What follows belongs to an exercise in optimizing a design on an open flow for small area and a short achievable clock period; a production flow would make more cautious choices. No functional check of the RTL was part of any run shown here. Power is estimated from default activity; no workload was simulated.

==> flow/design.v, too long to show whole: its modules and the start of the top module <==
// module prt_scaler_krnl_n_mac: 628 lines
// module prt_scaler_krnl_n: 112 lines
module prt_scaler_krnl_n #(
  parameter int P_PPC   = 4,
  parameter int P_BPC   = 8,
  parameter int P_TAPS  = 4,
  parameter int P_LINES = 2,
  parameter int P_WIN   = 5,
  parameter int P_CBW   = 8,
  localparam int SELW   = $clog2(P_LINES * P_WIN),
  localparam int ADRW   = ($clog2(P_PPC) < 1) ? 1 : $clog2(P_PPC)
) (
  input  logic                              CLK_IN,
  input  logic                              RST_IN,
  input  logic                              AGNT_DE_IN,
  input  logic                              BYPASS_IN,
  input  logic [P_LINES*P_WIN*P_BPC-1:0]    SLW_DAT_IN,
  input  logic [P_PPC*P_TAPS*SELW-1:0]      MUX_SEL_IN,
  input  logic                              COEF_WR_IN,
  input  logic [ADRW-1:0]                   COEF_ADR_IN,
  input  logic [P_TAPS*P_CBW-1:0]           COEF_DAT_IN,
  input  logic                              COEF_UPD_IN,
  output logic                              COEF_PEND_OUT,
  output logic [P_PPC*P_BPC-1:0]            VID_DAT_OUT,
  output logic                              VID_DE_OUT
);
  // ...
==> flow/flow/run.sh <==
#!/bin/bash
# Layout flow: the standard synthesis, then fixinv.py, a netlist pass that
# removes the inverters Yosys's full-adder extraction leaves around the fa
# cells (a full adder is self-dual, so each one may work on complemented
# signals instead), then the standard layout from floorplan to finish.
# Each tool's output goes to a log file of its own in this folder.
set -euo pipefail
R=orfs/results/${FLOW_PLATFORM}/prt_scaler_krnl_n/base
LIB=${FLOW_HOME}/platforms/${FLOW_PLATFORM}/lib/sky130_fd_sc_hd__tt_025C_1v80.lib
bash standard.sh synth > synth.log 2>&1
cp "$R/1_2_yosys.v" yosys_standard.v
python3 flow/fixinv.py "$LIB" yosys_standard.v "$R/1_2_yosys.v" > fixinv.log 2>&1
rm -f "$R/1_synth.odb" "$R/1_synth.sdc"
bash standard.sh > layout.log 2>&1
==> flow/flow/fixinv.py <==
#!/usr/bin/env python3
"""Remove inverters around full-adder cells in a Yosys netlist.

A full adder is self-dual: FA(~a, ~b, ~c) = (~cout, ~sum).  Yosys's extract_fa
leaves many inverters between full adders and at their inputs.  This script
chooses, for every fa cell, whether it works on true or complemented signals,
and for simple gates whether to use the cell of the complemented function
(and2 <-> nand2, ...), so that as few inverters as possible are needed, then
rewrites the netlist.  The function of the netlist is unchanged; registers
and ports are untouched.

usage: fixinv.py LIBERTY IN.v OUT.v
"""
import re
import sys
import collections

CELL_RE = re.compile(r"^\s*(sky130_fd_sc_hd__\w+)\s+(\S+)\s*\((.*?)\);", re.S | re.M)
PIN_RE = re.compile(r"\.(\w+)\(\s*([^()]*?)\s*\)")
P = "sky130_fd_sc_hd__"
INV_AREA = 3.7536
PAIRS = """and2 nand2 and3 nand3 and4 nand4 or2 nor2 or3 nor3 or4 nor4 a21o a21oi o21a o21ai
a22o a22oi o22a o22ai a31o a31oi o31a o31ai a211o a211oi o211a o211ai a221o a221oi
o221a o221ai xor2 xnor2 and2b nand2b or2b nor2b and3b nand3b or3b nor3b a32o a32oi
o32a o32ai a2bb2o a2bb2oi o2bb2a o2bb2ai a41o a41oi o41a o41ai a311o a311oi o311a o311ai
a2111o a2111oi o2111a o2111ai and4b nand4b or4b nor4b a21bo a21boi o21ba o21bai""".split()


def esc(n):
    return n + " " if n.startswith("\\") else n


def read_lib(path):
    """cell -> (area, input pins, output pins)"""
    cells = {}
    cur = None
    pin = None
    for line in open(path):
        m = re.match(r"\s*cell\s*\(\s*\"?(\w+)\"?\s*\)", line)
        if m:
            cur = m.group(1)
            cells[cur] = [0.0, set(), set()]
            continue
        if cur is None:
            continue
        m = re.match(r"\s*area\s*:\s*([\d.]+)", line)
        if m and cells[cur][0] == 0.0:
            cells[cur][0] = float(m.group(1))
        m = re.match(r"\s*pin\s*\(\s*\"?(\w+)\"?\s*\)", line)
        if m:
            pin = m.group(1)
        m = re.match(r"\s*direction\s*:\s*\"?(\w+)\"?", line)
        if m and pin:
            (cells[cur][1] if m.group(1) == "input" else cells[cur][2]).add(pin)
            pin = None
    return cells


def main():
    lib, src, dst = sys.argv[1], sys.argv[2], sys.argv[3]
    libc = read_lib(lib)
    comp = {}
    for i in range(0, len(PAIRS), 2):
        a, b = PAIRS[i], PAIRS[i + 1]
        for s in ("_0", "_1", "_2", "_4"):
            ca, cb = P + a + s, P + b + s
            # use drive _1 of the complement when the same drive does not exist
            for cbx in (cb, P + b + "_1", P + b + "_0"):
                if ca in libc and cbx in libc and libc[ca][1] == libc[cbx][1] \
                        and len(libc[ca][2]) == 1 and len(libc[cbx][2]) == 1:
                    comp[ca] = cbx
                    break
            for cax in (ca, P + a + "_1", P + a + "_0"):
                if cb in libc and cax in libc and libc[cb][1] == libc[cax][1] \
                        and len(libc[cb][2]) == 1 and len(libc[cax][2]) == 1:
                    comp[cb] = cax
                    break
    outpin = {c: next(iter(v[2])) for c, v in libc.items() if len(v[2]) == 1}

    text = open(src).read()
    mod_start = text.index("module ")
    header_end = text.index(");", mod_start) + 2
    header = text[mod_start:header_end]
    ports = set(x.strip() for x in header[header.index("(") + 1:-2].split(","))

    def is_port(net):
        return net.split("[")[0].strip() in ports or net in ports

    cells = []
    for m in CELL_RE.finditer(text):
        typ, name, body = m.group(1), m.group(2), m.group(3)
        pins = [(p, n.strip()) for p, n in PIN_RE.findall(body)]
        cells.append([typ, name, pins, m.start(), m.end()])

    def outs(ci):
        typ = cells[ci][0]
        return libc[typ][2] if typ in libc else set()

    driver = {}
    for ci, c in enumerate(cells):
        for p, n in c[2]:
            if p in outs(ci):
                driver[n] = ci

    INV = {t for t in libc if re.match(P + r"(clk)?inv_\d+$", t)}
    inv_in = {}
    for ci, (typ, name, pins, _, _) in enumerate(cells):
        if typ in INV:
            d = dict(pins)
            if not is_port(d["Y"]) and not d["A"].startswith("1'b") and d["A"]:
                inv_in[d["Y"]] = d["A"]

    def root(net):
        pol = 0
        n = 0
        while net in inv_in and n < 64:
            net = inv_in[net]
            pol ^= 1
            n += 1
        return net, pol

    FA = {t for t in libc if re.match(P + r"fa_\d+$", t)}
    kind = {}     # ci -> 'fa' | 'gate'
    for ci, c in enumerate(cells):
        if c[0] in FA:
            kind[ci] = "fa"
        elif c[0] in comp:
            # a gate whose output is a port stays as it is
            o = dict(c[2]).get(outpin[c[0]])
            if o is not None and not is_port(o):
                kind[ci] = "gate"
    flip = collections.defaultdict(int)

    demands = collections.defaultdict(list)   # root -> [(ci, pol)]
    cell_roots = collections.defaultdict(set)
    for ci, (typ, name, pins, _, _) in enumerate(cells):
        if typ in INV and dict(pins)["Y"] in inv_in:
            continue
        for p, n in pins:
            if p in outs(ci):
                cell_roots[ci].add(n)
                continue
            if n.startswith("1'b") or n == "":
                continue
            r, pol = root(n)
            demands[r].append((ci, pol))
            cell_roots[ci].add(r)

    def prov(r):
        d = driver.get(r)
        if d is not None and d in kind:
            return flip[d]
        return 0

    def root_cost(r):
        pv = prov(r)
        for ci, pol in demands[r]:
            w = pol ^ (flip[ci] if kind.get(ci) == "fa" else 0)
            if w != pv:
                return INV_AREA
        return 0.0

    def gate_cost(ci):
        if kind.get(ci) == "gate" and flip[ci]:
            return libc[comp[cells[ci][0]]][0] - libc[cells[ci][0]][0]
        return 0.0

    def cost_of(cis):
        rs = set()
        for ci in cis:
            rs |= cell_roots[ci]
        return sum(root_cost(r) for r in rs) + sum(gate_cost(ci) for ci in cis)

    # FA components joined by FA-to-FA connections
    fa_list = [ci for ci in kind if kind[ci] == "fa"]
    parent = {ci: ci for ci in fa_list}

    def find(x):
        while parent[x] != x:
            parent[x] = parent[parent[x]]
            x = parent[x]
        return x

    for ci in fa_list:
        for p, n in cells[ci][2]:
            if p in outs(ci):
                continue
            r, _ = root(n)
            d = driver.get(r)
            if d is not None and kind.get(d) == "fa":
                parent[find(ci)] = find(d)
    comps = collections.defaultdict(list)
    for ci in fa_list:
        comps[find(ci)].append(ci)

    # colour each group so that every FA-to-FA connection needs no inverter
    fa_adj = collections.defaultdict(list)
    for ci in fa_list:
        for p, n in cells[ci][2]:
            if p in outs(ci):
                continue
            r, pol = root(n)
            d = driver.get(r)
            if d is not None and kind.get(d) == "fa":
                fa_adj[ci].append((d, pol))
                fa_adj[d].append((ci, pol))
    seen = set()
    for members in comps.values():
        s0 = members[0]
        flip[s0] = 0
        seen.add(s0)
        stack = [s0]
        while stack:
            u = stack.pop()
            for v, pol in fa_adj[u]:
                if v not in seen:
                    seen.add(v)
                    flip[v] = flip[u] ^ pol
                    stack.append(v)

    all_roots = list(demands)
    total0 = sum(root_cost(r) for r in all_roots)

    def try_move(cis):
        before = cost_of(cis)
        for ci in cis:
            flip[ci] ^= 1
        after = cost_of(cis)
        if after < before - 1e-9:
            return True
        for ci in cis:
            flip[ci] ^= 1
        return False

    gates = [ci for ci in kind if kind[ci] == "gate"]
    for singles in (False, True):
        for rnd in range(30):
            changed = False
            for members in comps.values():
                if try_move(members):
                    changed = True
            for ci in gates:
                if try_move([ci]):
                    changed = True
            if singles:
                for ci in fa_list:
                    if try_move([ci]):
                        changed = True
            if not changed:
                break
    total1 = sum(root_cost(r) for r in all_roots) + sum(gate_cost(ci) for ci in gates)

    invnet = {}
    new_cells = []
    new_wires = []
    k = 0

    def net_for(r, want):
        nonlocal k
        if want == prov(r):
            return r
        if r not in invnet:
            k += 1
            nn = f"_finv_n{k}_"
            invnet[r] = nn
            new_wires.append(nn)
            new_cells.append(f"  {P}inv_1 _finv_c{k}_ (\n    .A({esc(r)}),\n    .Y({nn})\n  );\n")
        return invnet[r]

    out = []
    pos = 0
    nflip_g = 0
    for ci, (typ, name, pins, s, e) in enumerate(cells):
        out.append(text[pos:s])
        pos = e
        if typ in INV and dict(pins)["Y"] in inv_in:
            continue
        ntyp = typ
        if kind.get(ci) == "gate" and flip[ci]:
            ntyp = comp[typ]
            nflip_g += 1
        newpins = []
        for p, n in pins:
            if p in outs(ci):
                if ntyp != typ:
                    p = outpin[ntyp]
                newpins.append((p, n))
            elif n.startswith("1'b") or n == "":
                newpins.append((p, n))
            else:
                r, pol = root(n)
                want = pol ^ (flip[ci] if kind.get(ci) == "fa" else 0)
                newpins.append((p, net_for(r, want)))
        body = ",\n".join(f"    .{p}({esc(n)})" for p, n in newpins)
        out.append(f"{ntyp} {name} (\n{body}\n  );")
    rest = text[pos:]
    endm = rest.rindex("endmodule")
    out.append(rest[:endm])
    out.append("".join(new_cells))
    out.append(rest[endm:])
    res = "".join(out)
    decl = "".join(f"  wire {w};\n" for w in new_wires)
    hi = res.index(");", res.index("module ")) + 2
    res = res[:hi] + "\n" + decl + res[hi:]
    open(dst, "w").write(res)
    ninv_old = sum(1 for c in cells if c[0] in INV)
    print(f"fa cells {len(fa_list)} in {len(comps)} groups, fa flipped "
          f"{sum(flip[c] for c in fa_list)}, gates swapped {nflip_g}, "
          f"inverters {ninv_old} -> {ninv_old - len(inv_in) + len(new_cells)}, "
          f"area cost {total0:.1f} -> {total1:.1f}")


if __name__ == "__main__":
    main()
==> flow/standard.sh <==
#!/bin/bash
# synth_recipe.tcl (not shown) runs the flow's synth.tcl, then flattens the netlist and writes it again
# the make line also repeats each setting of config.mk as NAME=value (left out here)
make -C /OpenROAD-flow-scripts/flow DESIGN_CONFIG=/design/flow/config.mk WORK_HOME=/design/flow/orfs CLKGATE_MAP_FILE= SYNTH_SCRIPT=/design/flow/synth_recipe.tcl "${@:-finish}"
==> flow/config.mk <==
export PLATFORM = sky130hd
export DESIGN_NAME = prt_scaler_krnl_n
export DESIGN_NICKNAME = prt_scaler_krnl_n
export VERILOG_FILES = /design/flow/design.v
export SDC_FILE = /design/flow/constraint.sdc
export NUM_CORES = 4
export LEC_CHECK = 0
export CAP_MARGIN = 20
export CORE_MARGIN = 2
export CORE_UTILIZATION = 40
export SETUP_SLACK_MARGIN = 3.4
export SLEW_MARGIN = 20
==> flow/constraint.sdc <==
create_clock -name core_clock -period 6.0 [get_ports {CLK_IN}]
set_input_delay 1.2000 -clock core_clock [delete_from_list [all_inputs] [get_ports {CLK_IN}]]
set_output_delay 1.2000 -clock core_clock [all_outputs]
set_load 0.01 [all_outputs]
==> run summary, run 1 <==
status=complete, no violations; worst-path fanout max=16; placed inst area=66400 um2; FF-to-FF path depth=4; GP Congestion=0.896; sequential cell area share=0.318; critical path depth in cells=5; first-pass GRT wire length=281 mm; H-Tree Depth=3; deepest clock path buffer count=3; FILL cells=13.9k; sw frac=0.313; reg-to-reg startpoint=s0_tap[19]$_SDFF_PP0_; FF+latch area=22300 um2; Buf/Inv on CP=1; Total Routing Usage GR=0.244; clock root buffer=clkbuf_16; Synth Instances=4674; Final period util=0.439; Slew headroom=0.174; vias in the first global route=41.3k; worst ir drop on vdd=0.000236 V; largest stage delay on the critical path=0.99 ns; NonClk Buf Share=0.0323; die width=400 um; most common cell after layout, fill and taps aside=and2_1; met1 wire length=78.3 mm; Setup crit start=SLW_DAT_IN[15]; Largest Pwr Group=registers; worst path cell trace=dlygate4sd2_1 > mux4_2 > mux2i_1 > o22a_1 > nor2b_1; largest net degree at the start of global routing=96; Critical Path Sink=s0_inj[31]$_SDFF_PN0_; top sig layer=met5; Area Growth Syn to Fin=11.8%; ClkCell Share=0.0508; sequential share of power=0.416
==> module prt_scaler_krnl_n, before the edit <==
module prt_scaler_krnl_n #(
  parameter int P_PPC   = 4,
  parameter int P_BPC   = 8,
  parameter int P_TAPS  = 4,
  parameter int P_LINES = 2,
  parameter int P_WIN   = 5,
  parameter int P_CBW   = 8,
  localparam int SELW   = $clog2(P_LINES * P_WIN),
  localparam int ADRW   = ($clog2(P_PPC) < 1) ? 1 : $clog2(P_PPC)
) (
  input  logic                              CLK_IN,
  input  logic                              RST_IN,
  input  logic                              AGNT_DE_IN,
  input  logic                              BYPASS_IN,
  input  logic [P_LINES*P_WIN*P_BPC-1:0]    SLW_DAT_IN,
  input  logic [P_PPC*P_TAPS*SELW-1:0]      MUX_SEL_IN,
  input  logic                              COEF_WR_IN,
  input  logic [ADRW-1:0]                   COEF_ADR_IN,
  input  logic [P_TAPS*P_CBW-1:0]           COEF_DAT_IN,
  input  logic                              COEF_UPD_IN,
  output logic                              COEF_PEND_OUT,
  output logic [P_PPC*P_BPC-1:0]            VID_DAT_OUT,
  output logic                              VID_DE_OUT
);
  localparam int NSMP = P_LINES * P_WIN;
  localparam int LAT  = 5;
  logic [NSMP-1:0][P_BPC-1:0]               win;
  logic [P_PPC-1:0][P_TAPS-1:0][SELW-1:0]   sel;
  logic [P_PPC-1:0][P_TAPS-1:0][P_BPC-1:0]  mux_tap;
  logic [P_PPC-1:0][P_TAPS-1:0][P_BPC-1:0]  s0_tap;
  logic [P_PPC-1:0][P_BPC-1:0]              s0_inj;
  logic [P_PPC-1:0]                         zero_nxt;
  logic [P_PPC-1:0][P_TAPS-1:0][P_CBW-1:0]  coef_shd;
  logic [P_PPC-1:0][P_TAPS-1:0][P_CBW-1:0]  coef_act;
  logic [P_PPC-1:0]                         zero_shd;
  logic [P_PPC-1:0]                         zero_act;
  logic                                     coef_pend;
  logic                                     swap_go;
  logic [LAT-1:0]                           de_sr;
  logic [P_BPC-1:0]                         pix [P_PPC];
  assign win = SLW_DAT_IN;
  assign sel = MUX_SEL_IN;
  assign zero_nxt = swap_go ? zero_shd : zero_act;
  always_comb begin
    mux_tap = '0;
    for (int p = 0; p < P_PPC; p++) begin
      for (int t = 0; t < P_TAPS; t++) begin
        if (32'(sel[p][t]) < NSMP) begin
          mux_tap[p][t] = win[sel[p][t]];
        end
      end
    end
  end
  always_ff @(posedge CLK_IN) begin
    for (int p = 0; p < P_PPC; p++) begin
      s0_tap[p] <= (BYPASS_IN | zero_nxt[p]) ? '0 : mux_tap[p];
      s0_inj[p] <= BYPASS_IN ? mux_tap[p][0] : '0;
    end
  end
  assign swap_go = (coef_pend | COEF_UPD_IN) & ~AGNT_DE_IN;
  always_ff @(posedge CLK_IN) begin
    if (swap_go) begin
      coef_act <= coef_shd;
    end
    if (COEF_WR_IN) begin
      coef_shd[COEF_ADR_IN] <= COEF_DAT_IN;
    end
  end
  always_ff @(posedge CLK_IN or posedge RST_IN) begin
    if (RST_IN) begin
      zero_shd  <= '1;
      zero_act  <= '1;
      coef_pend <= 1'b0;
    end else begin
      if (swap_go) begin
        zero_act <= zero_shd;
      end
      if (COEF_WR_IN) begin
        zero_shd[COEF_ADR_IN] <= 1'b0;
      end
      coef_pend <= (coef_pend | COEF_UPD_IN) & AGNT_DE_IN;
    end
  end
  always_ff @(posedge CLK_IN or posedge RST_IN) begin
    if (RST_IN) begin
      de_sr <= '0;
    end else begin
      de_sr <= {de_sr[LAT-2:0], AGNT_DE_IN};
    end
  end
  assign VID_DE_OUT    = de_sr[LAT-1];
  assign COEF_PEND_OUT = coef_pend;
  for (genvar p = 0; p < P_PPC; p++) begin : g_pix
    prt_scaler_krnl_n_mac #(
      .P_BPC  (P_BPC),
      .P_TAPS (P_TAPS),
      .P_CBW  (P_CBW)
    ) u_mac (
      .CLK_IN  (CLK_IN),
      .inj     (s0_inj[p]),
      .x       (s0_tap[p]),
      .c       (coef_act[p]),
      .pix_dat (pix[p])
    );
  end
  always_comb begin
    VID_DAT_OUT = '0;
    for (int p = 0; p < P_PPC; p++) begin
      VID_DAT_OUT[p*P_BPC +: P_BPC] = pix[p];
    end
  end
endmodule
==> run 2, diff against run 1 <==
--- a/flow/design.v
+++ b/flow/design.v
@@ -354,190 +354,190 @@
   wire l0_s343 = l0_c264 ^ l0_c266 ^ l0_c268;
   wire l0_c344 = (l0_c264 & l0_c266) | (l0_c264 & l0_c268) | (l0_c266 & l0_c268);
   wire l0_s345 = l0_s273 ^ l0_s275 ^ l0_c270;
   wire l0_c346 = (l0_s273 & l0_s275) | (l0_s273 & l0_c270) | (l0_s275 & l0_c270);
   wire l0_s347 = inj[7] ^ l0_c166 ^ l0_c274;
   wire l0_c348 = (inj[7] & l0_c166) | (inj[7] & l0_c274) | (l0_c166 & l0_c274);
   logic [90:0] r2;
   always_ff @(posedge CLK_IN) begin
-    r2[0] <= l0_s1;
-    r2[1] <= (x[3][0] & c[3][0]);
-    r2[2] <= l0_s277;
-    r2[3] <= l0_s279;
-    r2[4] <= l0_c278;
-    r2[5] <= l0_s281;
-    r2[6] <= l0_s283;
-    r2[7] <= l0_c280;
-    r2[8] <= l0_s285;
-    r2[9] <= l0_s287;
-    r2[10] <= l0_c176;
-    r2[11] <= l0_c178;
-    r2[12] <= l0_c282;
-    r2[13] <= l0_c284;
-    r2[14] <= l0_s289;
-    r2[15] <= l0_s291;
-    r2[16] <= l0_s293;
-    r2[17] <= l0_c186;
-    r2[18] <= l0_c286;
-    r2[19] <= l0_c288;
-    r2[20] <= l0_s295;
-    r2[21] <= l0_s297;
-    r2[22] <= l0_s299;
-    r2[23] <= l0_c194;
-    r2[24] <= l0_c290;
-    r2[25] <= l0_c292;
-    r2[26] <= l0_c294;
-    r2[27] <= l0_s301;
-    r2[28] <= l0_s303;
-    r2[29] <= l0_s305;
-    r2[30] <= l0_s307;
-    r2[31] <= l0_c204;
-    r2[32] <= l0_c206;
-    r2[33] <= l0_c296;
-    r2[34] <= l0_c298;
-    r2[35] <= l0_c300;
-    r2[36] <= l0_s309;
-    r2[37] <= l0_s311;
-    r2[38] <= l0_s313;
-    r2[39] <= l0_s315;
-    r2[40] <= l0_c216;
-    r2[41] <= l0_c218;
-    r2[42] <= l0_c302;
-    r2[43] <= l0_c304;
-    r2[44] <= l0_c306;
-    r2[45] <= l0_c308;
-    r2[46] <= l0_s317;
-    r2[47] <= l0_s319;
-    r2[48] <= l0_s321;
-    r2[49] <= l0_s323;
-    r2[50] <= l0_c232;
-    r2[51] <= l0_c310;
-    r2[52] <= l0_c312;
-    r2[53] <= l0_c314;
-    r2[54] <= l0_c316;
-    r2[55] <= l0_s325;
-    r2[56] <= l0_s327;
-    r2[57] <= l0_s329;
-    r2[58] <= l0_c242;
-    r2[59] <= l0_c244;
-    r2[60] <= l0_c318;
-    r2[61] <= l0_c320;
-    r2[62] <= l0_c322;
-    r2[63] <= l0_c324;
-    r2[64] <= l0_s331;
-    r2[65] <= l0_s333;
-    r2[66] <= l0_s335;
-    r2[67] <= l0_c252;
-    r2[68] <= l0_c254;
-    r2[69] <= l0_c326;
-    r2[70] <= l0_c328;
-    r2[71] <= l0_c330;
-    r2[72] <= l0_s337;
-    r2[73] <= l0_s339;
-    r2[74] <= l0_c260;
-    r2[75] <= l0_c262;
-    r2[76] <= l0_c332;
-    r2[77] <= l0_c334;
-    r2[78] <= l0_c336;
-    r2[79] <= l0_s341;
-    r2[80] <= l0_s343;
-    r2[81] <= l0_c338;
-    r2[82] <= l0_c340;
-    r2[83] <= l0_s345;
-    r2[84] <= l0_c272;
-    r2[85] <= l0_c342;
-    r2[86] <= l0_c344;
-    r2[87] <= l0_s347;
-    r2[88] <= l0_c276;
-    r2[89] <= l0_c346;
-    r2[90] <= l0_c348;
+    r2[0] <= ~l0_s1;
+    r2[1] <= ~(x[3][0] & c[3][0]);
+    r2[2] <= ~l0_s277;
+    r2[3] <= ~l0_s279;
+    r2[4] <= ~l0_c278;
+    r2[5] <= ~l0_s281;
+    r2[6] <= ~l0_s283;
+    r2[7] <= ~l0_c280;
+    r2[8] <= ~l0_s285;
+    r2[9] <= ~l0_s287;
+    r2[10] <= ~l0_c176;
+    r2[11] <= ~l0_c178;
+    r2[12] <= ~l0_c282;
+    r2[13] <= ~l0_c284;
+    r2[14] <= ~l0_s289;
+    r2[15] <= ~l0_s291;
+    r2[16] <= ~l0_s293;
+    r2[17] <= ~l0_c186;
+    r2[18] <= ~l0_c286;
+    r2[19] <= ~l0_c288;
+    r2[20] <= ~l0_s295;
+    r2[21] <= ~l0_s297;
+    r2[22] <= ~l0_s299;
+    r2[23] <= ~l0_c194;
+    r2[24] <= ~l0_c290;
+    r2[25] <= ~l0_c292;
+    r2[26] <= ~l0_c294;
+    r2[27] <= ~l0_s301;
+    r2[28] <= ~l0_s303;
+    r2[29] <= ~l0_s305;
+    r2[30] <= ~l0_s307;
+    r2[31] <= ~l0_c204;
+    r2[32] <= ~l0_c206;
+    r2[33] <= ~l0_c296;
+    r2[34] <= ~l0_c298;
+    r2[35] <= ~l0_c300;
+    r2[36] <= ~l0_s309;
+    r2[37] <= ~l0_s311;
+    r2[38] <= ~l0_s313;
+    r2[39] <= ~l0_s315;
+    r2[40] <= ~l0_c216;
+    r2[41] <= ~l0_c218;
+    r2[42] <= ~l0_c302;
+    r2[43] <= ~l0_c304;
+    r2[44] <= ~l0_c306;
+    r2[45] <= ~l0_c308;
+    r2[46] <= ~l0_s317;
+    r2[47] <= ~l0_s319;
+    r2[48] <= ~l0_s321;
+    r2[49] <= ~l0_s323;
+    r2[50] <= ~l0_c232;
+    r2[51] <= ~l0_c310;
+    r2[52] <= ~l0_c312;
+    r2[53] <= ~l0_c314;
+    r2[54] <= ~l0_c316;
+    r2[55] <= ~l0_s325;
+    r2[56] <= ~l0_s327;
+    r2[57] <= ~l0_s329;
+    r2[58] <= ~l0_c242;
+    r2[59] <= ~l0_c244;
+    r2[60] <= ~l0_c318;
+    r2[61] <= ~l0_c320;
+    r2[62] <= ~l0_c322;
+    r2[63] <= ~l0_c324;
+    r2[64] <= ~l0_s331;
+    r2[65] <= ~l0_s333;
+    r2[66] <= ~l0_s335;
+    r2[67] <= ~l0_c252;
+    r2[68] <= ~l0_c254;
+    r2[69] <= ~l0_c326;
+    r2[70] <= ~l0_c328;
+    r2[71] <= ~l0_c330;
+    r2[72] <= ~l0_s337;
+    r2[73] <= ~l0_s339;
+    r2[74] <= ~l0_c260;
+    r2[75] <= ~l0_c262;
+    r2[76] <= ~l0_c332;
+    r2[77] <= ~l0_c334;
+    r2[78] <= ~l0_c336;
+    r2[79] <= ~l0_s341;
+    r2[80] <= ~l0_s343;
+    r2[81] <= ~l0_c338;
+    r2[82] <= ~l0_c340;
+    r2[83] <= ~l0_s345;
+    r2[84] <= ~l0_c272;
+    r2[85] <= ~l0_c342;
+    r2[86] <= ~l0_c344;
+    r2[87] <= ~l0_s347;
+    r2[88] <= ~l0_c276;
+    r2[89] <= ~l0_c346;
+    r2[90] <= ~l0_c348;
   end
-  wire l1_s349 = r2[5] ^ r2[6] ^ r2[7];
-  wire l1_c350 = (r2[5] & r2[6]) | (r2[5] & r2[7]) | (r2[6] & r2[7]);
-  wire l1_s351 = r2[8] ^ r2[9] ^ r2[10];
-  wire l1_c352 = (r2[8] & r2[9]) | (r2[8] & r2[10]) | (r2[9] & r2[10]);
-  wire l1_s353 = r2[11] ^ r2[12] ^ r2[13];
-  wire l1_c354 = (r2[11] & r2[12]) | (r2[11] & r2[13]) | (r2[12] & r2[13]);
-  wire l1_s355 = r2[14] ^ r2[15] ^ r2[16];
-  wire l1_c356 = (r2[14] & r2[15]) | (r2[14] & r2[16]) | (r2[15] & r2[16]);
-  wire l1_s357 = r2[17] ^ r2[18] ^ r2[19];
-  wire l1_c358 = (r2[17] & r2[18]) | (r2[17] & r2[19]) | (r2[18] & r2[19]);
-  wire l1_s359 = r2[20] ^ r2[21] ^ r2[22];
-  wire l1_c360 = (r2[20] & r2[21]) | (r2[20] & r2[22]) | (r2[21] & r2[22]);
-  wire l1_s361 = r2[23] ^ r2[24] ^ r2[25];
-  wire l1_c362 = (r2[23] & r2[24]) | (r2[23] & r2[25]) | (r2[24] & r2[25]);
-  wire l1_s363 = r2[27] ^ r2[28] ^ r2[29];
-  wire l1_c364 = (r2[27] & r2[28]) | (r2[27] & r2[29]) | (r2[28] & r2[29]);
-  wire l1_s365 = r2[30] ^ r2[31] ^ r2[32];
-  wire l1_c366 = (r2[30] & r2[31]) | (r2[30] & r2[32]) | (r2[31] & r2[32]);
-  wire l1_s367 = r2[33] ^ r2[34] ^ r2[35];
-  wire l1_c368 = (r2[33] & r2[34]) | (r2[33] & r2[35]) | (r2[34] & r2[35]);
-  wire l1_s369 = r2[36] ^ r2[37] ^ r2[38];
-  wire l1_c370 = (r2[36] & r2[37]) | (r2[36] & r2[38]) | (r2[37] & r2[38]);
-  wire l1_s371 = r2[39] ^ r2[40] ^ r2[41];
-  wire l1_c372 = (r2[39] & r2[40]) | (r2[39] & r2[41]) | (r2[40] & r2[41]);
-  wire l1_s373 = r2[42] ^ r2[43] ^ r2[44];
-  wire l1_c374 = (r2[42] & r2[43]) | (r2[42] & r2[44]) | (r2[43] & r2[44]);
-  wire l1_s375 = r2[46] ^ r2[47] ^ r2[48];
-  wire l1_c376 = (r2[46] & r2[47]) | (r2[46] & r2[48]) | (r2[47] & r2[48]);
-  wire l1_s377 = r2[49] ^ r2[50] ^ r2[51];
-  wire l1_c378 = (r2[49] & r2[50]) | (r2[49] & r2[51]) | (r2[50] & r2[51]);
-  wire l1_s379 = r2[52] ^ r2[53] ^ r2[54];
-  wire l1_c380 = (r2[52] & r2[53]) | (r2[52] & r2[54]) | (r2[53] & r2[54]);
-  wire l1_s381 = r2[55] ^ r2[56] ^ r2[57];
-  wire l1_c382 = (r2[55] & r2[56]) | (r2[55] & r2[57]) | (r2[56] & r2[57]);
-  wire l1_s383 = r2[58] ^ r2[59] ^ r2[60];
-  wire l1_c384 = (r2[58] & r2[59]) | (r2[58] & r2[60]) | (r2[59] & r2[60]);
-  wire l1_s385 = r2[61] ^ r2[62] ^ r2[63];
-  wire l1_c386 = (r2[61] & r2[62]) | (r2[61] & r2[63]) | (r2[62] & r2[63]);
-  wire l1_s387 = r2[64] ^ r2[65] ^ r2[66];
-  wire l1_c388 = (r2[64] & r2[65]) | (r2[64] & r2[66]) | (r2[65] & r2[66]);
-  wire l1_s389 = r2[67] ^ r2[68] ^ r2[69];
-  wire l1_c390 = (r2[67] & r2[68]) | (r2[67] & r2[69]) | (r2[68] & r2[69]);
-  wire l1_s391 = r2[72] ^ r2[73] ^ r2[74];
-  wire l1_c392 = (r2[72] & r2[73]) | (r2[72] & r2[74]) | (r2[73] & r2[74]);
-  wire l1_s393 = r2[75] ^ r2[76] ^ r2[77];
-  wire l1_c394 = (r2[75] & r2[76]) | (r2[75] & r2[77]) | (r2[76] & r2[77]);
-  wire l1_s395 = r2[79] ^ r2[80] ^ r2[81];
-  wire l1_c396 = (r2[79] & r2[80]) | (r2[79] & r2[81]) | (r2[80] & r2[81]);
-  wire l1_s397 = r2[83] ^ r2[84] ^ r2[85];
-  wire l1_c398 = (r2[83] & r2[84]) | (r2[83] & r2[85]) | (r2[84] & r2[85]);
-  wire l1_s399 = r2[87] ^ r2[88] ^ r2[89];
-  wire l1_c400 = (r2[87] & r2[88]) | (r2[87] & r2[89]) | (r2[88] & r2[89]);
+  wire l1_s349 = ~r2[5] ^ ~r2[6] ^ ~r2[7];
+  wire l1_c350 = (~r2[5] & ~r2[6]) | (~r2[5] & ~r2[7]) | (~r2[6] & ~r2[7]);
+  wire l1_s351 = ~r2[8] ^ ~r2[9] ^ ~r2[10];
+  wire l1_c352 = (~r2[8] & ~r2[9]) | (~r2[8] & ~r2[10]) | (~r2[9] & ~r2[10]);
+  wire l1_s353 = ~r2[11] ^ ~r2[12] ^ ~r2[13];
+  wire l1_c354 = (~r2[11] & ~r2[12]) | (~r2[11] & ~r2[13]) | (~r2[12] & ~r2[13]);
+  wire l1_s355 = ~r2[14] ^ ~r2[15] ^ ~r2[16];
+  wire l1_c356 = (~r2[14] & ~r2[15]) | (~r2[14] & ~r2[16]) | (~r2[15] & ~r2[16]);
+  wire l1_s357 = ~r2[17] ^ ~r2[18] ^ ~r2[19];
+  wire l1_c358 = (~r2[17] & ~r2[18]) | (~r2[17] & ~r2[19]) | (~r2[18] & ~r2[19]);
+  wire l1_s359 = ~r2[20] ^ ~r2[21] ^ ~r2[22];
+  wire l1_c360 = (~r2[20] & ~r2[21]) | (~r2[20] & ~r2[22]) | (~r2[21] & ~r2[22]);
+  wire l1_s361 = ~r2[23] ^ ~r2[24] ^ ~r2[25];
+  wire l1_c362 = (~r2[23] & ~r2[24]) | (~r2[23] & ~r2[25]) | (~r2[24] & ~r2[25]);
+  wire l1_s363 = ~r2[27] ^ ~r2[28] ^ ~r2[29];
+  wire l1_c364 = (~r2[27] & ~r2[28]) | (~r2[27] & ~r2[29]) | (~r2[28] & ~r2[29]);
+  wire l1_s365 = ~r2[30] ^ ~r2[31] ^ ~r2[32];
+  wire l1_c366 = (~r2[30] & ~r2[31]) | (~r2[30] & ~r2[32]) | (~r2[31] & ~r2[32]);
+  wire l1_s367 = ~r2[33] ^ ~r2[34] ^ ~r2[35];
+  wire l1_c368 = (~r2[33] & ~r2[34]) | (~r2[33] & ~r2[35]) | (~r2[34] & ~r2[35]);
+  wire l1_s369 = ~r2[36] ^ ~r2[37] ^ ~r2[38];
+  wire l1_c370 = (~r2[36] & ~r2[37]) | (~r2[36] & ~r2[38]) | (~r2[37] & ~r2[38]);
+  wire l1_s371 = ~r2[39] ^ ~r2[40] ^ ~r2[41];
+  wire l1_c372 = (~r2[39] & ~r2[40]) | (~r2[39] & ~r2[41]) | (~r2[40] & ~r2[41]);
+  wire l1_s373 = ~r2[42] ^ ~r2[43] ^ ~r2[44];
+  wire l1_c374 = (~r2[42] & ~r2[43]) | (~r2[42] & ~r2[44]) | (~r2[43] & ~r2[44]);
+  wire l1_s375 = ~r2[46] ^ ~r2[47] ^ ~r2[48];
+  wire l1_c376 = (~r2[46] & ~r2[47]) | (~r2[46] & ~r2[48]) | (~r2[47] & ~r2[48]);
+  wire l1_s377 = ~r2[49] ^ ~r2[50] ^ ~r2[51];
+  wire l1_c378 = (~r2[49] & ~r2[50]) | (~r2[49] & ~r2[51]) | (~r2[50] & ~r2[51]);
+  wire l1_s379 = ~r2[52] ^ ~r2[53] ^ ~r2[54];
+  wire l1_c380 = (~r2[52] & ~r2[53]) | (~r2[52] & ~r2[54]) | (~r2[53] & ~r2[54]);
+  wire l1_s381 = ~r2[55] ^ ~r2[56] ^ ~r2[57];
+  wire l1_c382 = (~r2[55] & ~r2[56]) | (~r2[55] & ~r2[57]) | (~r2[56] & ~r2[57]);
+  wire l1_s383 = ~r2[58] ^ ~r2[59] ^ ~r2[60];
+  wire l1_c384 = (~r2[58] & ~r2[59]) | (~r2[58] & ~r2[60]) | (~r2[59] & ~r2[60]);
+  wire l1_s385 = ~r2[61] ^ ~r2[62] ^ ~r2[63];
+  wire l1_c386 = (~r2[61] & ~r2[62]) | (~r2[61] & ~r2[63]) | (~r2[62] & ~r2[63]);
+  wire l1_s387 = ~r2[64] ^ ~r2[65] ^ ~r2[66];
+  wire l1_c388 = (~r2[64] & ~r2[65]) | (~r2[64] & ~r2[66]) | (~r2[65] & ~r2[66]);
+  wire l1_s389 = ~r2[67] ^ ~r2[68] ^ ~r2[69];
+  wire l1_c390 = (~r2[67] & ~r2[68]) | (~r2[67] & ~r2[69]) | (~r2[68] & ~r2[69]);
+  wire l1_s391 = ~r2[72] ^ ~r2[73] ^ ~r2[74];
+  wire l1_c392 = (~r2[72] & ~r2[73]) | (~r2[72] & ~r2[74]) | (~r2[73] & ~r2[74]);
+  wire l1_s393 = ~r2[75] ^ ~r2[76] ^ ~r2[77];
+  wire l1_c394 = (~r2[75] & ~r2[76]) | (~r2[75] & ~r2[77]) | (~r2[76] & ~r2[77]);
+  wire l1_s395 = ~r2[79] ^ ~r2[80] ^ ~r2[81];
+  wire l1_c396 = (~r2[79] & ~r2[80]) | (~r2[79] & ~r2[81]) | (~r2[80] & ~r2[81]);
+  wire l1_s397 = ~r2[83] ^ ~r2[84] ^ ~r2[85];
+  wire l1_c398 = (~r2[83] & ~r2[84]) | (~r2[83] & ~r2[85]) | (~r2[84] & ~r2[85]);
+  wire l1_s399 = ~r2[87] ^ ~r2[88] ^ ~r2[89];
+  wire l1_c400 = (~r2[87] & ~r2[88]) | (~r2[87] & ~r2[89]) | (~r2[88] & ~r2[89]);
   wire l1_s401 = l1_s351 ^ l1_s353 ^ l1_c350;
   wire l1_c402 = (l1_s351 & l1_s353) | (l1_s351 & l1_c350) | (l1_s353 & l1_c350);
   wire l1_s403 = l1_s355 ^ l1_s357 ^ l1_c352;
   wire l1_c404 = (l1_s355 & l1_s357) | (l1_s355 & l1_c352) | (l1_s357 & l1_c352);
-  wire l1_s405 = l1_s359 ^ l1_s361 ^ r2[26];
-  wire l1_c406 = (l1_s359 & l1_s361) | (l1_s359 & r2[26]) | (l1_s361 & r2[26]);
+  wire l1_s405 = l1_s359 ^ l1_s361 ^ ~r2[26];
+  wire l1_c406 = (l1_s359 & l1_s361) | (l1_s359 & ~r2[26]) | (l1_s361 & ~r2[26]);
   wire l1_s407 = l1_s363 ^ l1_s365 ^ l1_s367;
   wire l1_c408 = (l1_s363 & l1_s365) | (l1_s363 & l1_s367) | (l1_s365 & l1_s367);
   wire l1_s409 = l1_s369 ^ l1_s371 ^ l1_s373;
   wire l1_c410 = (l1_s369 & l1_s371) | (l1_s369 & l1_s373) | (l1_s371 & l1_s373);
-  wire l1_s411 = r2[45] ^ l1_c364 ^ l1_c366;
-  wire l1_c412 = (r2[45] & l1_c364) | (r2[45] & l1_c366) | (l1_c364 & l1_c366);
+  wire l1_s411 = ~r2[45] ^ l1_c364 ^ l1_c366;
+  wire l1_c412 = (~r2[45] & l1_c364) | (~r2[45] & l1_c366) | (l1_c364 & l1_c366);
   wire l1_s413 = l1_s375 ^ l1_s377 ^ l1_s379;
   wire l1_c414 = (l1_s375 & l1_s377) | (l1_s375 & l1_s379) | (l1_s377 & l1_s379);
   wire l1_s415 = l1_c370 ^ l1_c372 ^ l1_c374;
   wire l1_c416 = (l1_c370 & l1_c372) | (l1_c370 & l1_c374) | (l1_c372 & l1_c374);
   wire l1_s417 = l1_s381 ^ l1_s383 ^ l1_s385;
   wire l1_c418 = (l1_s381 & l1_s383) | (l1_s381 & l1_s385) | (l1_s383 & l1_s385);
   wire l1_s419 = l1_c376 ^ l1_c378 ^ l1_c380;
   wire l1_c420 = (l1_c376 & l1_c378) | (l1_c376 & l1_c380) | (l1_c378 & l1_c380);
-  wire l1_s421 = l1_s387 ^ l1_s389 ^ r2[70];
-  wire l1_c422 = (l1_s387 & l1_s389) | (l1_s387 & r2[70]) | (l1_s389 & r2[70]);
-  wire l1_s423 = r2[71] ^ l1_c382 ^ l1_c384;
-  wire l1_c424 = (r2[71] & l1_c382) | (r2[71] & l1_c384) | (l1_c382 & l1_c384);
-  wire l1_s425 = l1_s391 ^ l1_s393 ^ r2[78];
-  wire l1_c426 = (l1_s391 & l1_s393) | (l1_s391 & r2[78]) | (l1_s393 & r2[78]);
-  wire l1_s427 = l1_s395 ^ r2[82] ^ l1_c392;
-  wire l1_c428 = (l1_s395 & r2[82]) | (l1_s395 & l1_c392) | (r2[82] & l1_c392);
-  wire l1_s429 = l1_s397 ^ r2[86] ^ l1_c396;
-  wire l1_c430 = (l1_s397 & r2[86]) | (l1_s397 & l1_c396) | (r2[86] & l1_c396);
+  wire l1_s421 = l1_s387 ^ l1_s389 ^ ~r2[70];
+  wire l1_c422 = (l1_s387 & l1_s389) | (l1_s387 & ~r2[70]) | (l1_s389 & ~r2[70]);
+  wire l1_s423 = ~r2[71] ^ l1_c382 ^ l1_c384;
+  wire l1_c424 = (~r2[71] & l1_c382) | (~r2[71] & l1_c384) | (l1_c382 & l1_c384);
+  wire l1_s425 = l1_s391 ^ l1_s393 ^ ~r2[78];
+  wire l1_c426 = (l1_s391 & l1_s393) | (l1_s391 & ~r2[78]) | (l1_s393 & ~r2[78]);
+  wire l1_s427 = l1_s395 ^ ~r2[82] ^ l1_c392;
+  wire l1_c428 = (l1_s395 & ~r2[82]) | (l1_s395 & l1_c392) | (~r2[82] & l1_c392);
+  wire l1_s429 = l1_s397 ^ ~r2[86] ^ l1_c396;
+  wire l1_c430 = (l1_s397 & ~r2[86]) | (l1_s397 & l1_c396) | (~r2[86] & l1_c396);
   wire l1_s431 = l1_s403 ^ l1_c354 ^ l1_c402;
   wire l1_c432 = (l1_s403 & l1_c354) | (l1_s403 & l1_c402) | (l1_c354 & l1_c402);
   wire l1_s433 = l1_s405 ^ l1_c356 ^ l1_c358;
   wire l1_c434 = (l1_s405 & l1_c356) | (l1_s405 & l1_c358) | (l1_c356 & l1_c358);
   wire l1_s435 = l1_s407 ^ l1_c360 ^ l1_c362;
   wire l1_c436 = (l1_s407 & l1_c360) | (l1_s407 & l1_c362) | (l1_c360 & l1_c362);
   wire l1_s437 = l1_s409 ^ l1_s411 ^ l1_c368;
   wire l1_c438 = (l1_s409 & l1_s411) | (l1_s409 & l1_c368) | (l1_s411 & l1_c368);
@@ -564,61 +564,61 @@
   wire l1_s459 = l1_s441 ^ l1_c416 ^ l1_c440;
   wire l1_c460 = (l1_s441 & l1_c416) | (l1_s441 & l1_c440) | (l1_c416 & l1_c440);
   wire l1_s461 = l1_s443 ^ l1_c418 ^ l1_c420;
   wire l1_c462 = (l1_s443 & l1_c418) | (l1_s443 & l1_c420) | (l1_c418 & l1_c420);
   wire l1_s463 = l1_s445 ^ l1_c422 ^ l1_c424;
   wire l1_c464 = (l1_s445 & l1_c422) | (l1_s445 & l1_c424) | (l1_c422 & l1_c424);
   wire l1_s465 = l1_s429 ^ l1_c428 ^ l1_c448;
   wire l1_c466 = (l1_s429 & l1_c428) | (l1_s429 & l1_c448) | (l1_c428 & l1_c448);
-  wire l1_s467 = r2[90] ^ l1_c400 ^ l1_c450;
-  wire l1_c468 = (r2[90] & l1_c400) | (r2[90] & l1_c450) | (l1_c400 & l1_c450);
+  wire l1_s467 = ~r2[90] ^ l1_c400 ^ l1_c450;
+  wire l1_c468 = (~r2[90] & l1_c400) | (~r2[90] & l1_c450) | (l1_c400 & l1_c450);
   logic [30:0] r3;
   always_ff @(posedge CLK_IN) begin
-    r3[0] <= r2[0];
-    r3[1] <= r2[1];
-    r3[2] <= r2[2];
-    r3[3] <= r2[3];
-    r3[4] <= r2[4];
-    r3[5] <= l1_s349;
-    r3[6] <= l1_s401;
-    r3[7] <= l1_s431;
-    r3[8] <= l1_s451;
-    r3[9] <= l1_s453;
-    r3[10] <= l1_c452;
-    r3[11] <= l1_s455;
-    r3[12] <= l1_c454;
-    r3[13] <= l1_s457;
-    r3[14] <= l1_c456;
-    r3[15] <= l1_s459;
-    r3[16] <= l1_c458;
-    r3[17] <= l1_s461;
-    r3[18] <= l1_c442;
-    r3[19] <= l1_c460;
-    r3[20] <= l1_s463;
-    r3[21] <= l1_c444;
-    r3[22] <= l1_c462;
-    r3[23] <= l1_s447;
-    r3[24] <= l1_c446;
-    r3[25] <= l1_c464;
-    r3[26] <= l1_s465;
-    r3[27] <= l1_s449;
-    r3[28] <= l1_c466;
-    r3[29] <= l1_s467;
-    r3[30] <= l1_c468;
+    r3[0] <= ~~r2[0];
+    r3[1] <= ~~r2[1];
+    r3[2] <= ~~r2[2];
+    r3[3] <= ~~r2[3];
+    r3[4] <= ~~r2[4];
+    r3[5] <= ~l1_s349;
+    r3[6] <= ~l1_s401;
+    r3[7] <= ~l1_s431;
+    r3[8] <= ~l1_s451;
+    r3[9] <= ~l1_s453;
+    r3[10] <= ~l1_c452;
+    r3[11] <= ~l1_s455;
+    r3[12] <= ~l1_c454;
+    r3[13] <= ~l1_s457;
+    r3[14] <= ~l1_c456;
+    r3[15] <= ~l1_s459;
+    r3[16] <= ~l1_c458;
+    r3[17] <= ~l1_s461;
+    r3[18] <= ~l1_c442;
+    r3[19] <= ~l1_c460;
+    r3[20] <= ~l1_s463;
+    r3[21] <= ~l1_c444;
+    r3[22] <= ~l1_c462;
+    r3[23] <= ~l1_s447;
+    r3[24] <= ~l1_c446;
+    r3[25] <= ~l1_c464;
+    r3[26] <= ~l1_s465;
+    r3[27] <= ~l1_s449;
+    r3[28] <= ~l1_c466;
+    r3[29] <= ~l1_s467;
+    r3[30] <= ~l1_c468;
   end
-  wire l2_s469 = r3[17] ^ r3[18] ^ r3[19];
-  wire l2_c470 = (r3[17] & r3[18]) | (r3[17] & r3[19]) | (r3[18] & r3[19]);
-  wire l2_s471 = r3[20] ^ r3[21] ^ r3[22];
-  wire l2_c472 = (r3[20] & r3[21]) | (r3[20] & r3[22]) | (r3[21] & r3[22]);
-  wire l2_s473 = r3[23] ^ r3[24] ^ r3[25];
-  wire l2_c474 = (r3[23] & r3[24]) | (r3[23] & r3[25]) | (r3[24] & r3[25]);
-  wire [18:0] cpa_a = {1'b0, r3[30], r3[29], r3[27], r3[26], l2_s473, l2_s471, l2_s469, r3[15], r3[13], r3[11], r3[9], r3[8], r3[7], r3[6], r3[5], r3[3], r3[2], r3[0]};
-  wire [18:0] cpa_b = {1'b0, 1'b0, 1'b0, r3[28], l2_c474, l2_c472, l2_c470, 1'b0, r3[16], r3[14], r3[12], r3[10], 1'b0, 1'b0, 1'b0, 1'b0, r3[4], 1'b0, r3[1]};
-  wire [18:0] sum = cpa_a + cpa_b;
+  wire l2_s469 = ~r3[17] ^ ~r3[18] ^ ~r3[19];
+  wire l2_c470 = (~r3[17] & ~r3[18]) | (~r3[17] & ~r3[19]) | (~r3[18] & ~r3[19]);
+  wire l2_s471 = ~r3[20] ^ ~r3[21] ^ ~r3[22];
+  wire l2_c472 = (~r3[20] & ~r3[21]) | (~r3[20] & ~r3[22]) | (~r3[21] & ~r3[22]);
+  wire l2_s473 = ~r3[23] ^ ~r3[24] ^ ~r3[25];
+  wire l2_c474 = (~r3[23] & ~r3[24]) | (~r3[23] & ~r3[25]) | (~r3[24] & ~r3[25]);
+  wire [18:0] cpa_a = {1'b0, ~r3[30], ~r3[29], ~r3[27], ~r3[26], l2_s473, l2_s471, l2_s469, ~r3[15], ~r3[13], ~r3[11], ~r3[9], ~r3[8], ~r3[7], ~r3[6], ~r3[5], ~r3[3], ~r3[2], ~r3[0]};
+  wire [18:0] cpa_b = {1'b0, 1'b0, 1'b0, ~r3[28], l2_c474, l2_c472, l2_c470, 1'b0, ~r3[16], ~r3[14], ~r3[12], ~r3[10], 1'b0, 1'b0, 1'b0, 1'b0, ~r3[4], 1'b0, ~r3[1]};
+  wire [18:0] sum = ~(~cpa_a + ~cpa_b + 19'd1);
   wire sat = |sum[18:16];
   wire [7:0] pix_c = sat ? 8'hff : sum[15:8];
   logic [7:0] r4;
   always_ff @(posedge CLK_IN) begin
     r4 <= pix_c;
   end
   logic [7:0] r5;
   always_ff @(posedge CLK_IN) begin
@@ -677,39 +677,43 @@
           mux_tap[p][t] = win[sel[p][t]];
         end
       end
     end
   end
   always_ff @(posedge CLK_IN) begin
     for (int p = 0; p < P_PPC; p++) begin
       s0_tap[p] <= (BYPASS_IN | zero_nxt[p]) ? '0 : mux_tap[p];
-      s0_inj[p] <= BYPASS_IN ? mux_tap[p][0] : '0;
+      s0_inj[p] <= ~(BYPASS_IN ? mux_tap[p][0] : '0);
     end
   end
   assign swap_go = (coef_pend | COEF_UPD_IN) & ~AGNT_DE_IN;
   always_ff @(posedge CLK_IN) begin
     if (swap_go) begin
       coef_act <= coef_shd;
     end
-    if (COEF_WR_IN) begin
-      coef_shd[COEF_ADR_IN] <= COEF_DAT_IN;
+    for (int p = 0; p < P_PPC; p++) begin
+      if (COEF_WR_IN && (COEF_ADR_IN == ADRW'(p))) begin
+        coef_shd[p] <= COEF_DAT_IN;
+      end
     end
   end
   always_ff @(posedge CLK_IN or posedge RST_IN) begin
     if (RST_IN) begin
       zero_shd  <= '1;
       zero_act  <= '1;
       coef_pend <= 1'b0;
     end else begin
       if (swap_go) begin
         zero_act <= zero_shd;
       end
-      if (COEF_WR_IN) begin
-        zero_shd[COEF_ADR_IN] <= 1'b0;
+      for (int p = 0; p < P_PPC; p++) begin
+        if (COEF_WR_IN && (COEF_ADR_IN == ADRW'(p))) begin
+          zero_shd[p] <= 1'b0;
+        end
       end
       coef_pend <= (coef_pend | COEF_UPD_IN) & AGNT_DE_IN;
     end
   end
   always_ff @(posedge CLK_IN or posedge RST_IN) begin
     if (RST_IN) begin
       de_sr <= '0;
     end else begin
@@ -720,17 +724,17 @@
   assign COEF_PEND_OUT = coef_pend;
   for (genvar p = 0; p < P_PPC; p++) begin : g_pix
     prt_scaler_krnl_n_mac #(
       .P_BPC  (P_BPC),
       .P_TAPS (P_TAPS),
       .P_CBW  (P_CBW)
     ) u_mac (
       .CLK_IN  (CLK_IN),
-      .inj     (s0_inj[p]),
+      .inj     (~s0_inj[p]),
       .x       (s0_tap[p]),
       .c       (coef_act[p]),
       .pix_dat (pix[p])
     );
   end
   always_comb begin
     VID_DAT_OUT = '0;
     for (int p = 0; p < P_PPC; p++) begin
--- a/flow/flow/fixinv.py
+++ b/flow/flow/fixinv.py
@@ -228,16 +228,53 @@
         after = cost_of(cis)
         if after < before - 1e-9:
             return True
         for ci in cis:
             flip[ci] ^= 1
         return False
 
     gates = [ci for ci in kind if kind[ci] == "gate"]
+    # gates that drive an input of each group
+    comp_gates = collections.defaultdict(set)
+    for key, members in comps.items():
+        for ci in members:
+            for p, n in cells[ci][2]:
+                if p in outs(ci) or n.startswith("1'b") or n == "":
+                    continue
+                d = driver.get(root(n)[0])
+                if d is not None and kind.get(d) == "gate":
+                    comp_gates[key].add(d)
+
+    def group_move(key):
+        """Flip a whole group, then re-choose the gates that feed it."""
+        members = comps[key]
+        gs = list(comp_gates[key])
+        touched = list(members) + gs
+        rs = set()
+        for ci in touched:
+            rs |= cell_roots[ci]
+        saved = {ci: flip[ci] for ci in touched}
+
+        def total():
+            return sum(root_cost(r) for r in rs) + sum(gate_cost(ci) for ci in touched)
+        before = total()
+        for ci in members:
+            flip[ci] ^= 1
+        for _ in range(3):
+            for g in gs:
+                try_move([g])
+        if total() < before - 1e-9:
+            return True
+        for ci, v in saved.items():
+            flip[ci] = v
+        return False
+
+    for key in comps:
+        group_move(key)
     for singles in (False, True):
         for rnd in range(30):
             changed = False
             for members in comps.values():
                 if try_move(members):
                     changed = True
             for ci in gates:
                 if try_move([ci]):
==> run 2 against run 1 <==
  * Wire length shrank 1.3%
  * Clock power grew 3.6%
  * Sequential share of layout area grew 1.0 points
  * Non-clock buffer count grew 48
  * Synthesized cell count shrank 4.8%
  * First-iteration DRC count grew 1.8%
  * Setup slack lost 0.0033 ns
  * Largest cell class unchanged
==> run summary, run 2 <==
status=complete, no violations; pre-CTS setup slack=2.24 ns; final wirelength=189 mm; worst ir drop on vdd=0.000246 V (+4.1%); FF+latch area=22400 um2 (+0.21%); Antenna Nets Post-Route=0; NumNets Final=5821; CP Capture Type=flip-flop; Total Routing Usage GR=0.252 (+0.00788); Post-CTS Hold Buffers=0; port bufs=217; via count=38.0k; RSZ-0062 raised after global routing=yes; share of cells above drive strength 1=0.135; die width=391 um (-2.3%); worst min-delay path class=reg -> reg; final hold vios=0; Final Power=21.9 mW; Detailed Place HPWL=145 mm; Area Growth Syn to Fin=13.8%; row count=141; delay-heaviest family, CP=adder cells; vias in the first global route=40.2k (-2.8%); hold path endpoint=g_pix[2].u_mac.r3[2]$_DFF_P_; violation count after the first detailed-route iteration=4154; worst path cell trace=and2_1 > fa_1 > fa_1 > fa_1 > inv_1; clock sink count=982; critical path arrival=3.28 ns; CTS tree=yes; fin util=0.460; max_cap viols=0; largest stage delay on the critical path=0.73 ns (-0.26 ns); critical path's slowest cell=dfxtp_1; worst skew pair latency=0.77 ns; first-pass GRT wire length=276 mm (-1.9%); footprint of the multi-input gates=36200 um2; die height=391 um; Cells on Worst Hold Path=0; Fin Setup TNS=0 ns; drt pass-1 iters=5; most common cell after layout, fill and taps aside=fa_1; detailed-route DRC error count=0; initial core utilization=0.404; Synth Instances=4449 (-4.8%); R2R setup slack=3.36 ns; Setup crit start=s0_tap[2]$_SDFF_PP0_; commonest non-fill, non-tap cells in the layout=fa_1, dfxtp_1, nand2_1, and2_1; startpoint types=flip-flop; FILL cells=13.1k (-5.9%); reg-to-reg startpoint=s0_tap[2]$_SDFF_PP0_; total congestion overflow=0; yosys warns=3; clock skew=0.0840 ns; Final period util=0.439 (+0.000555); hold_sp=g_pix[2].u_mac.r2[2]$_DFF_P_; max reg flops=364; core box area=148000 um2; Slew headroom=0.292 (+0.118); Leak Pwr=24.0 nW; largest net degree at the start of global routing=72 (-25%); worst reg2reg endpoint=g_pix[0].u_mac.r2[36]$_DFF_P_; IO Pins=218; setup ws final=3.36 ns; PD cells=322 nW/um2; die footprint=153000 um2; GP Congestion=0.932 (+4.0%); Syn Area/Cell=13.4 um2; Post-Syn Area=59800 um2; worst-path fanout max=8 (-8); final critical-path required period=2.64 ns; Max Transition Viols Final=0; Worst Tran Pin Value=1.06 ns; H-Tree Depth=3 (unchanged); clock root buffer=clkbuf_16; DR WL/cell=28.3 um; Buf/Inv on CP=1 (unchanged); Most common cell on crit path=fa_1; FMAX=0.379 GHz; number of buffers created by CTS=106; Clock Pin Slew Worst Setup and Hold Paths=0.06 ns; Critical Path RT=6.65 ns; Reg with most FFs=g_pix.u_mac.r2; initial antenna violation count=37; routed vias/inst=5.68; deepest clock path buffer count=3 (unchanged); hold_ws=0.308 ns; # setup viols final=0; syn_nets=5617; WS Path Type=reg -> reg; FF-to-FF path depth=5 (+1)
==> run 2: worst max path at each step <==
stage	to	slack [ns]	cells past startpoint
after floorplan	coef_act[0]$_DFFE_PP_	2.30	2
after global placement	s0_tap[36]$_SDFF_PP0_	2.26	5
after detailed placement	s0_tap[36]$_SDFF_PP0_	2.24	5
after CTS	COEF_PEND_OUT	3.34	1
after global routing	g_pix[2].u_mac.r2[55]$_DFF_P_	3.39	5
final	g_pix[0].u_mac.r2[36]$_DFF_P_	3.36	5
==> run 2: repair_timing <==
item,4_1_cts,5_1_grt
buffers inserted,15,29
pin swaps,3,14
endpoints found under the setup margin,159,191
gates resized for setup,124,95
==> run 2: power by group <==
part,switching [mW],internal [mW],total [mW]
clock,2.86,3.99,6.84
combinational,3.49,2.92,6.41
sequential,0.702,7.93,8.64
==> run 2: final cells by class <==
class,count,share of cell area
Clock inverter,55,0.0111
Inverter,193,0.0107
Clock buffer,143,0.0435
Sequential cell,982,0.328
Multi-Input combinational cell,3073,0.531
Antenna cell,11,0.000404
Tap cell,1930,0.0355
Timing Repair Buffer,297,0.0390
==> run 2: per-layer routing <==
metal,GRT usage,wire [um]
met5,0,182
met4,0.0934,6940
met3,0.0586,19700
met2,0.394,87600
met1,0.343,75000
==> run 2: metrics by stage <==
step | instances | area [um2]
floorplan | 4449 | 60000
global placement | 6431 | 63800
detailed placement | 6431 | 63800
CTS | 6644 | 67600
global route | 6678 | 68100
finish | 6684 | 68100
==> run 2: worst register-to-register path, stage by stage, from the launching register on <==
cell and delay [ns]:
dfxtp_1 0.73, and2_1 0.26, fa_1 0.45, fa_1 0.54, fa_1 0.56, inv_1 0.04
==> run 3, diff against run 2 <==
==> flow/flow/run.sh (replaced) <==
#!/bin/bash
# Layout flow: the standard synthesis, then fixinv.py, a netlist pass that
# removes the inverters Yosys's full-adder extraction leaves around the fa
# cells (a full adder is self-dual, so each one may work on complemented
# signals instead), then the standard layout from floorplan to finish,
# with plain buffers on the ports.
# Each tool's output goes to a log file of its own in this folder.
set -euo pipefail
R=orfs/results/${FLOW_PLATFORM}/prt_scaler_krnl_n/base
LIB=${FLOW_HOME}/platforms/${FLOW_PLATFORM}/lib/sky130_fd_sc_hd__tt_025C_1v80.lib
bash standard.sh synth > synth.log 2>&1
cp "$R/1_2_yosys.v" yosys_standard.v
python3 flow/fixinv.py "$LIB" yosys_standard.v "$R/1_2_yosys.v" > fixinv.log 2>&1
rm -f "$R/1_synth.odb" "$R/1_synth.sdc"
# Port buffers: a plain buffer (sized later by the resizer) instead of the
# delay cell buffer_ports picks by itself; every port still gets its buffer.
export BUFFER_PORTS_ARGS="-buffer_cell sky130_fd_sc_hd__buf_2"
bash standard.sh > layout.log 2>&1
--- a/flow/config.mk
+++ b/flow/config.mk
@@ -8,5 +8,5 @@
 export CAP_MARGIN = 20
 export CORE_MARGIN = 2
 export CORE_UTILIZATION = 40
-export SETUP_SLACK_MARGIN = 3.4
+export SETUP_SLACK_MARGIN = 3.6
 export SLEW_MARGIN = 20
==> run 3 against run 2 <==
  * Final cell count increased by 2.0%
  * Sequential power barely moved
  * Cell area increased by 2.2%
  * Total power grew 0.39%
  * Largest cell class unchanged
  * Setup slack improved by 0.12 ns
  * Register-to-register slack gained 0.12 ns
  * First-iteration DRC count rose by 4.0%
  * Maximum frequency rose by 4.9%
  * Die area did not move
==> run summary, run 3 <==
vias in the first global route=41.6k (+3.6%); Pint=14.9 mW (+0.51%); total congestion overflow=0 (unchanged); sw frac=0.321 (-0.000845); initial antenna violation count=60 (+62%); number of buffers created by CTS=104 (-1.9%); Final period util=0.419 (-0.0206); Post-CTS Hold Buffers=0 (unchanged); largest net degree at the start of global routing=129 (+79%); reg-to-reg startpoint=coef_act[78]$_DFFE_PP_; combinational power share=0.307 (+0.014); final wirelength=195 mm (+3.1%); port bufs=217 (unchanged); syn_nets=5617 (unchanged); worst-path fanout max=8 (unchanged); worst min-delay path class=reg -> reg; # setup viols final=0 (unchanged); FF-to-FF path depth=5 (unchanged); core box area=148000 um2 (unchanged); Synth Instances=4449 (unchanged); Fin Setup TNS=0 ns (unchanged); NumNets Final=5953 (+2.3%); status=complete, no violations; die width=391 um (unchanged); setup ws final=3.49 ns (+0.124 ns); Slew headroom=0.370 (+0.0788); IO Pins=218 (unchanged); via count=38.7k (+2.0%); switching power=7.05 mW (+0.12%); max_cap viols=0 (unchanged); Area Growth Syn to Fin=16.3%; clock root buffer=clkbuf_16; Leak Pwr=24.7 nW (+3.0%); Worst Tran Pin Value=0.944 ns (-0.118 ns); detailed-route DRC error count=0 (unchanged); Clk pwr share=0.301 (-0.012); deepest clock path buffer count=3 (unchanged); hold_sp=g_pix[0].u_mac.r4[7]$_SDFF_PP1_; violation count after the first detailed-route iteration=4319 (+4.0%); commonest non-fill, non-tap cells in the layout=fa_1, nand2_1, dfxtp_1, and2_1; worst ir drop on vdd=0.000223 V (-9.2%); CTS tree=yes; max reg flops=364 (unchanged); FMAX=0.398 GHz (+4.9%); first-pass GRT wire length=283 mm (+2.7%); PD cells=316 nW/um2 (-1.7%); CP Capture Type=flip-flop; most common cell after layout, fill and taps aside=fa_1; R2R setup slack=3.49 ns (+0.12 ns); Antenna Nets Post-Route=0 (unchanged); Detailed Place HPWL=143 mm (-1.1%); critical path arrival=3.18 ns (-0.10 ns); row count=141 (unchanged); Critical Path RT=6.66 ns (about the same); WS Path Type=reg -> reg; clock skew=0.0293 ns (-0.0547 ns); Clock Pin Slew Worst Setup and Hold Paths=0.06 ns (about the same); drt pass-1 iters=6 (+1); Max Transition Viols Final=0 (unchanged); initial core utilization=0.404 (unchanged); GP Congestion=0.919 (-1.4%); die height=391 um (unchanged); Cells on Worst Hold Path=0 (unchanged); die footprint=153000 um2 (unchanged); H-Tree Depth=3 (unchanged); Reg with most FFs=g_pix.u_mac.r2; Syn Area/Cell=13.4 um2 (unchanged); RSZ-0062 raised after global routing=yes; share of cells above drive strength 1=0.289 (+0.155); sequential share of power=0.392 (-0.003); final hold vios=0 (unchanged); Post-Syn Area=59800 um2 (unchanged); final critical-path required period=2.51 ns (-0.124 ns); pre-CTS setup slack=2.82 ns (+0.579 ns); DR WL/cell=28.6 um (+1.0%); hold path endpoint=g_pix[0].u_mac.r5[7]$_DFF_P_; clock sink count=982 (unchanged); routed vias/inst=5.68 (about the same); yosys warns=3 (unchanged); startpoint types=flip-flop; worst reg2reg endpoint=g_pix[2].u_mac.r2[27]$_DFF_P_; worst skew pair latency=0.73 ns (-0.04 ns); Total Routing Usage GR=0.259 (+0.00689)
run 3: worst max path at each step:
stage / end / start
after floorplan: coef_act[0]$_DFFE_PP_ / COEF_UPD_IN
after global placement: s0_tap[120]$_SDFF_PP0_ / AGNT_DE_IN
after detailed placement: s0_tap[120]$_SDFF_PP0_ / AGNT_DE_IN
after CTS: g_pix[0].u_mac.r2[55]$_DFF_P_ / coef_act[7]$_DFFE_PP_
after global routing: g_pix[2].u_mac.r2[36]$_DFF_P_ / coef_act[83]$_DFFE_PP_
final: g_pix[2].u_mac.r2[27]$_DFF_P_ / coef_act[78]$_DFFE_PP_
run 3: layout make-up:
cell class	count	area [um2]
diodes	17	42.5
clock buffers	139	2950
clock inverters	56	601
fillers	13000	78500
inverters	193	728
multi-input cells	3073	37100
flip-flops and latches	982	22500
well taps	1930	2410
repair buffers	431	3190
run 3: per-layer routing:
layer / part of all wire / GRT usage
met1: 0.38 / 0.335
met2: 0.46 / 0.406
met3: 0.12 / 0.0810
met4: 0.045 / 0.102
met5: 0.0015 / 0
run 3: power groups by stage:
stage	Combinational (mW)	Clock, mW	Sequential [mW]
4_1_cts	6.59	6.78	8.61
3_5_place_dp	6.22	0	8.79
5_1_grt	7.62	7.03	8.71
2_1_floorplan	4.39	0	8.55
6_report	6.74	6.62	8.61
3_3_place_gp	6.10	0	8.76
run 3: what timing repair did:
action | CTS | global route
gates resized for setup | 310 | 295
pin swaps | 302 | 341
setup buffers | 161 | 49
setup endpoints to repair | 263 | 264
run 3: per-stage QoR:
stage	utilization	cell area, um2	hold slack (ns)	std cells	power, mW
CTS	0.461	68300	0.321	6755	22.0
detailed placement	0.423	62600	0.312	6399	15.0
finish	0.470	69500	0.323	6821	22.0
floorplan	-	60700	0.310	4449	12.9
global placement	0.423	62600	0.311	6399	14.9
global route	0.470	69500	0.326	6810	23.4
run 3: worst max-delay path, cell delays in order, from the launching register on:
cell,delay [ns]
edfxtp_1,0.59
buf_4,0.19
nand2_1,0.09
fa_2,0.60
fa_2,0.45
fa_2,0.55

## static timing again, ports no longer ideal
The results above use ideal ports. As a check the final layouts listed here were re-extracted and re-timed, cells and wires unchanged.
Step 1 (the two cells are an assumption about what drives the block):
set clk [get_ports {CLK_IN}]
set_driving_cell -lib_cell sky130_fd_sc_hd__clkbuf_16 $clk
set_driving_cell -lib_cell sky130_fd_sc_hd__buf_2 [delete_from_list [all_inputs] $clk]
Step 2 adds t to the input delays and takes it off the output delays; t is the mean of the earliest and latest rising clock arrival at the registers after step 1. Input paths then give back, and output paths get back, about the clock's delay inside the block.
a / b / c = ideal / step 1 / step 2; a / b = the first two.
run	shift t [ns]	setup slack, ns	pins driven straight from the clock port
run 1	0.802	3.367 / 3.306 / 2.504	1
run 2	0.810	3.364 / 3.308 / 2.498	1
run 3	0.792	3.487 / 3.487 / 2.793	1
After both steps setup and hold are still met in every run listed. For run 2, which loses most, drivers alone change the setup slack by -0.056 ns; drivers and shift together by -0.866 ns.
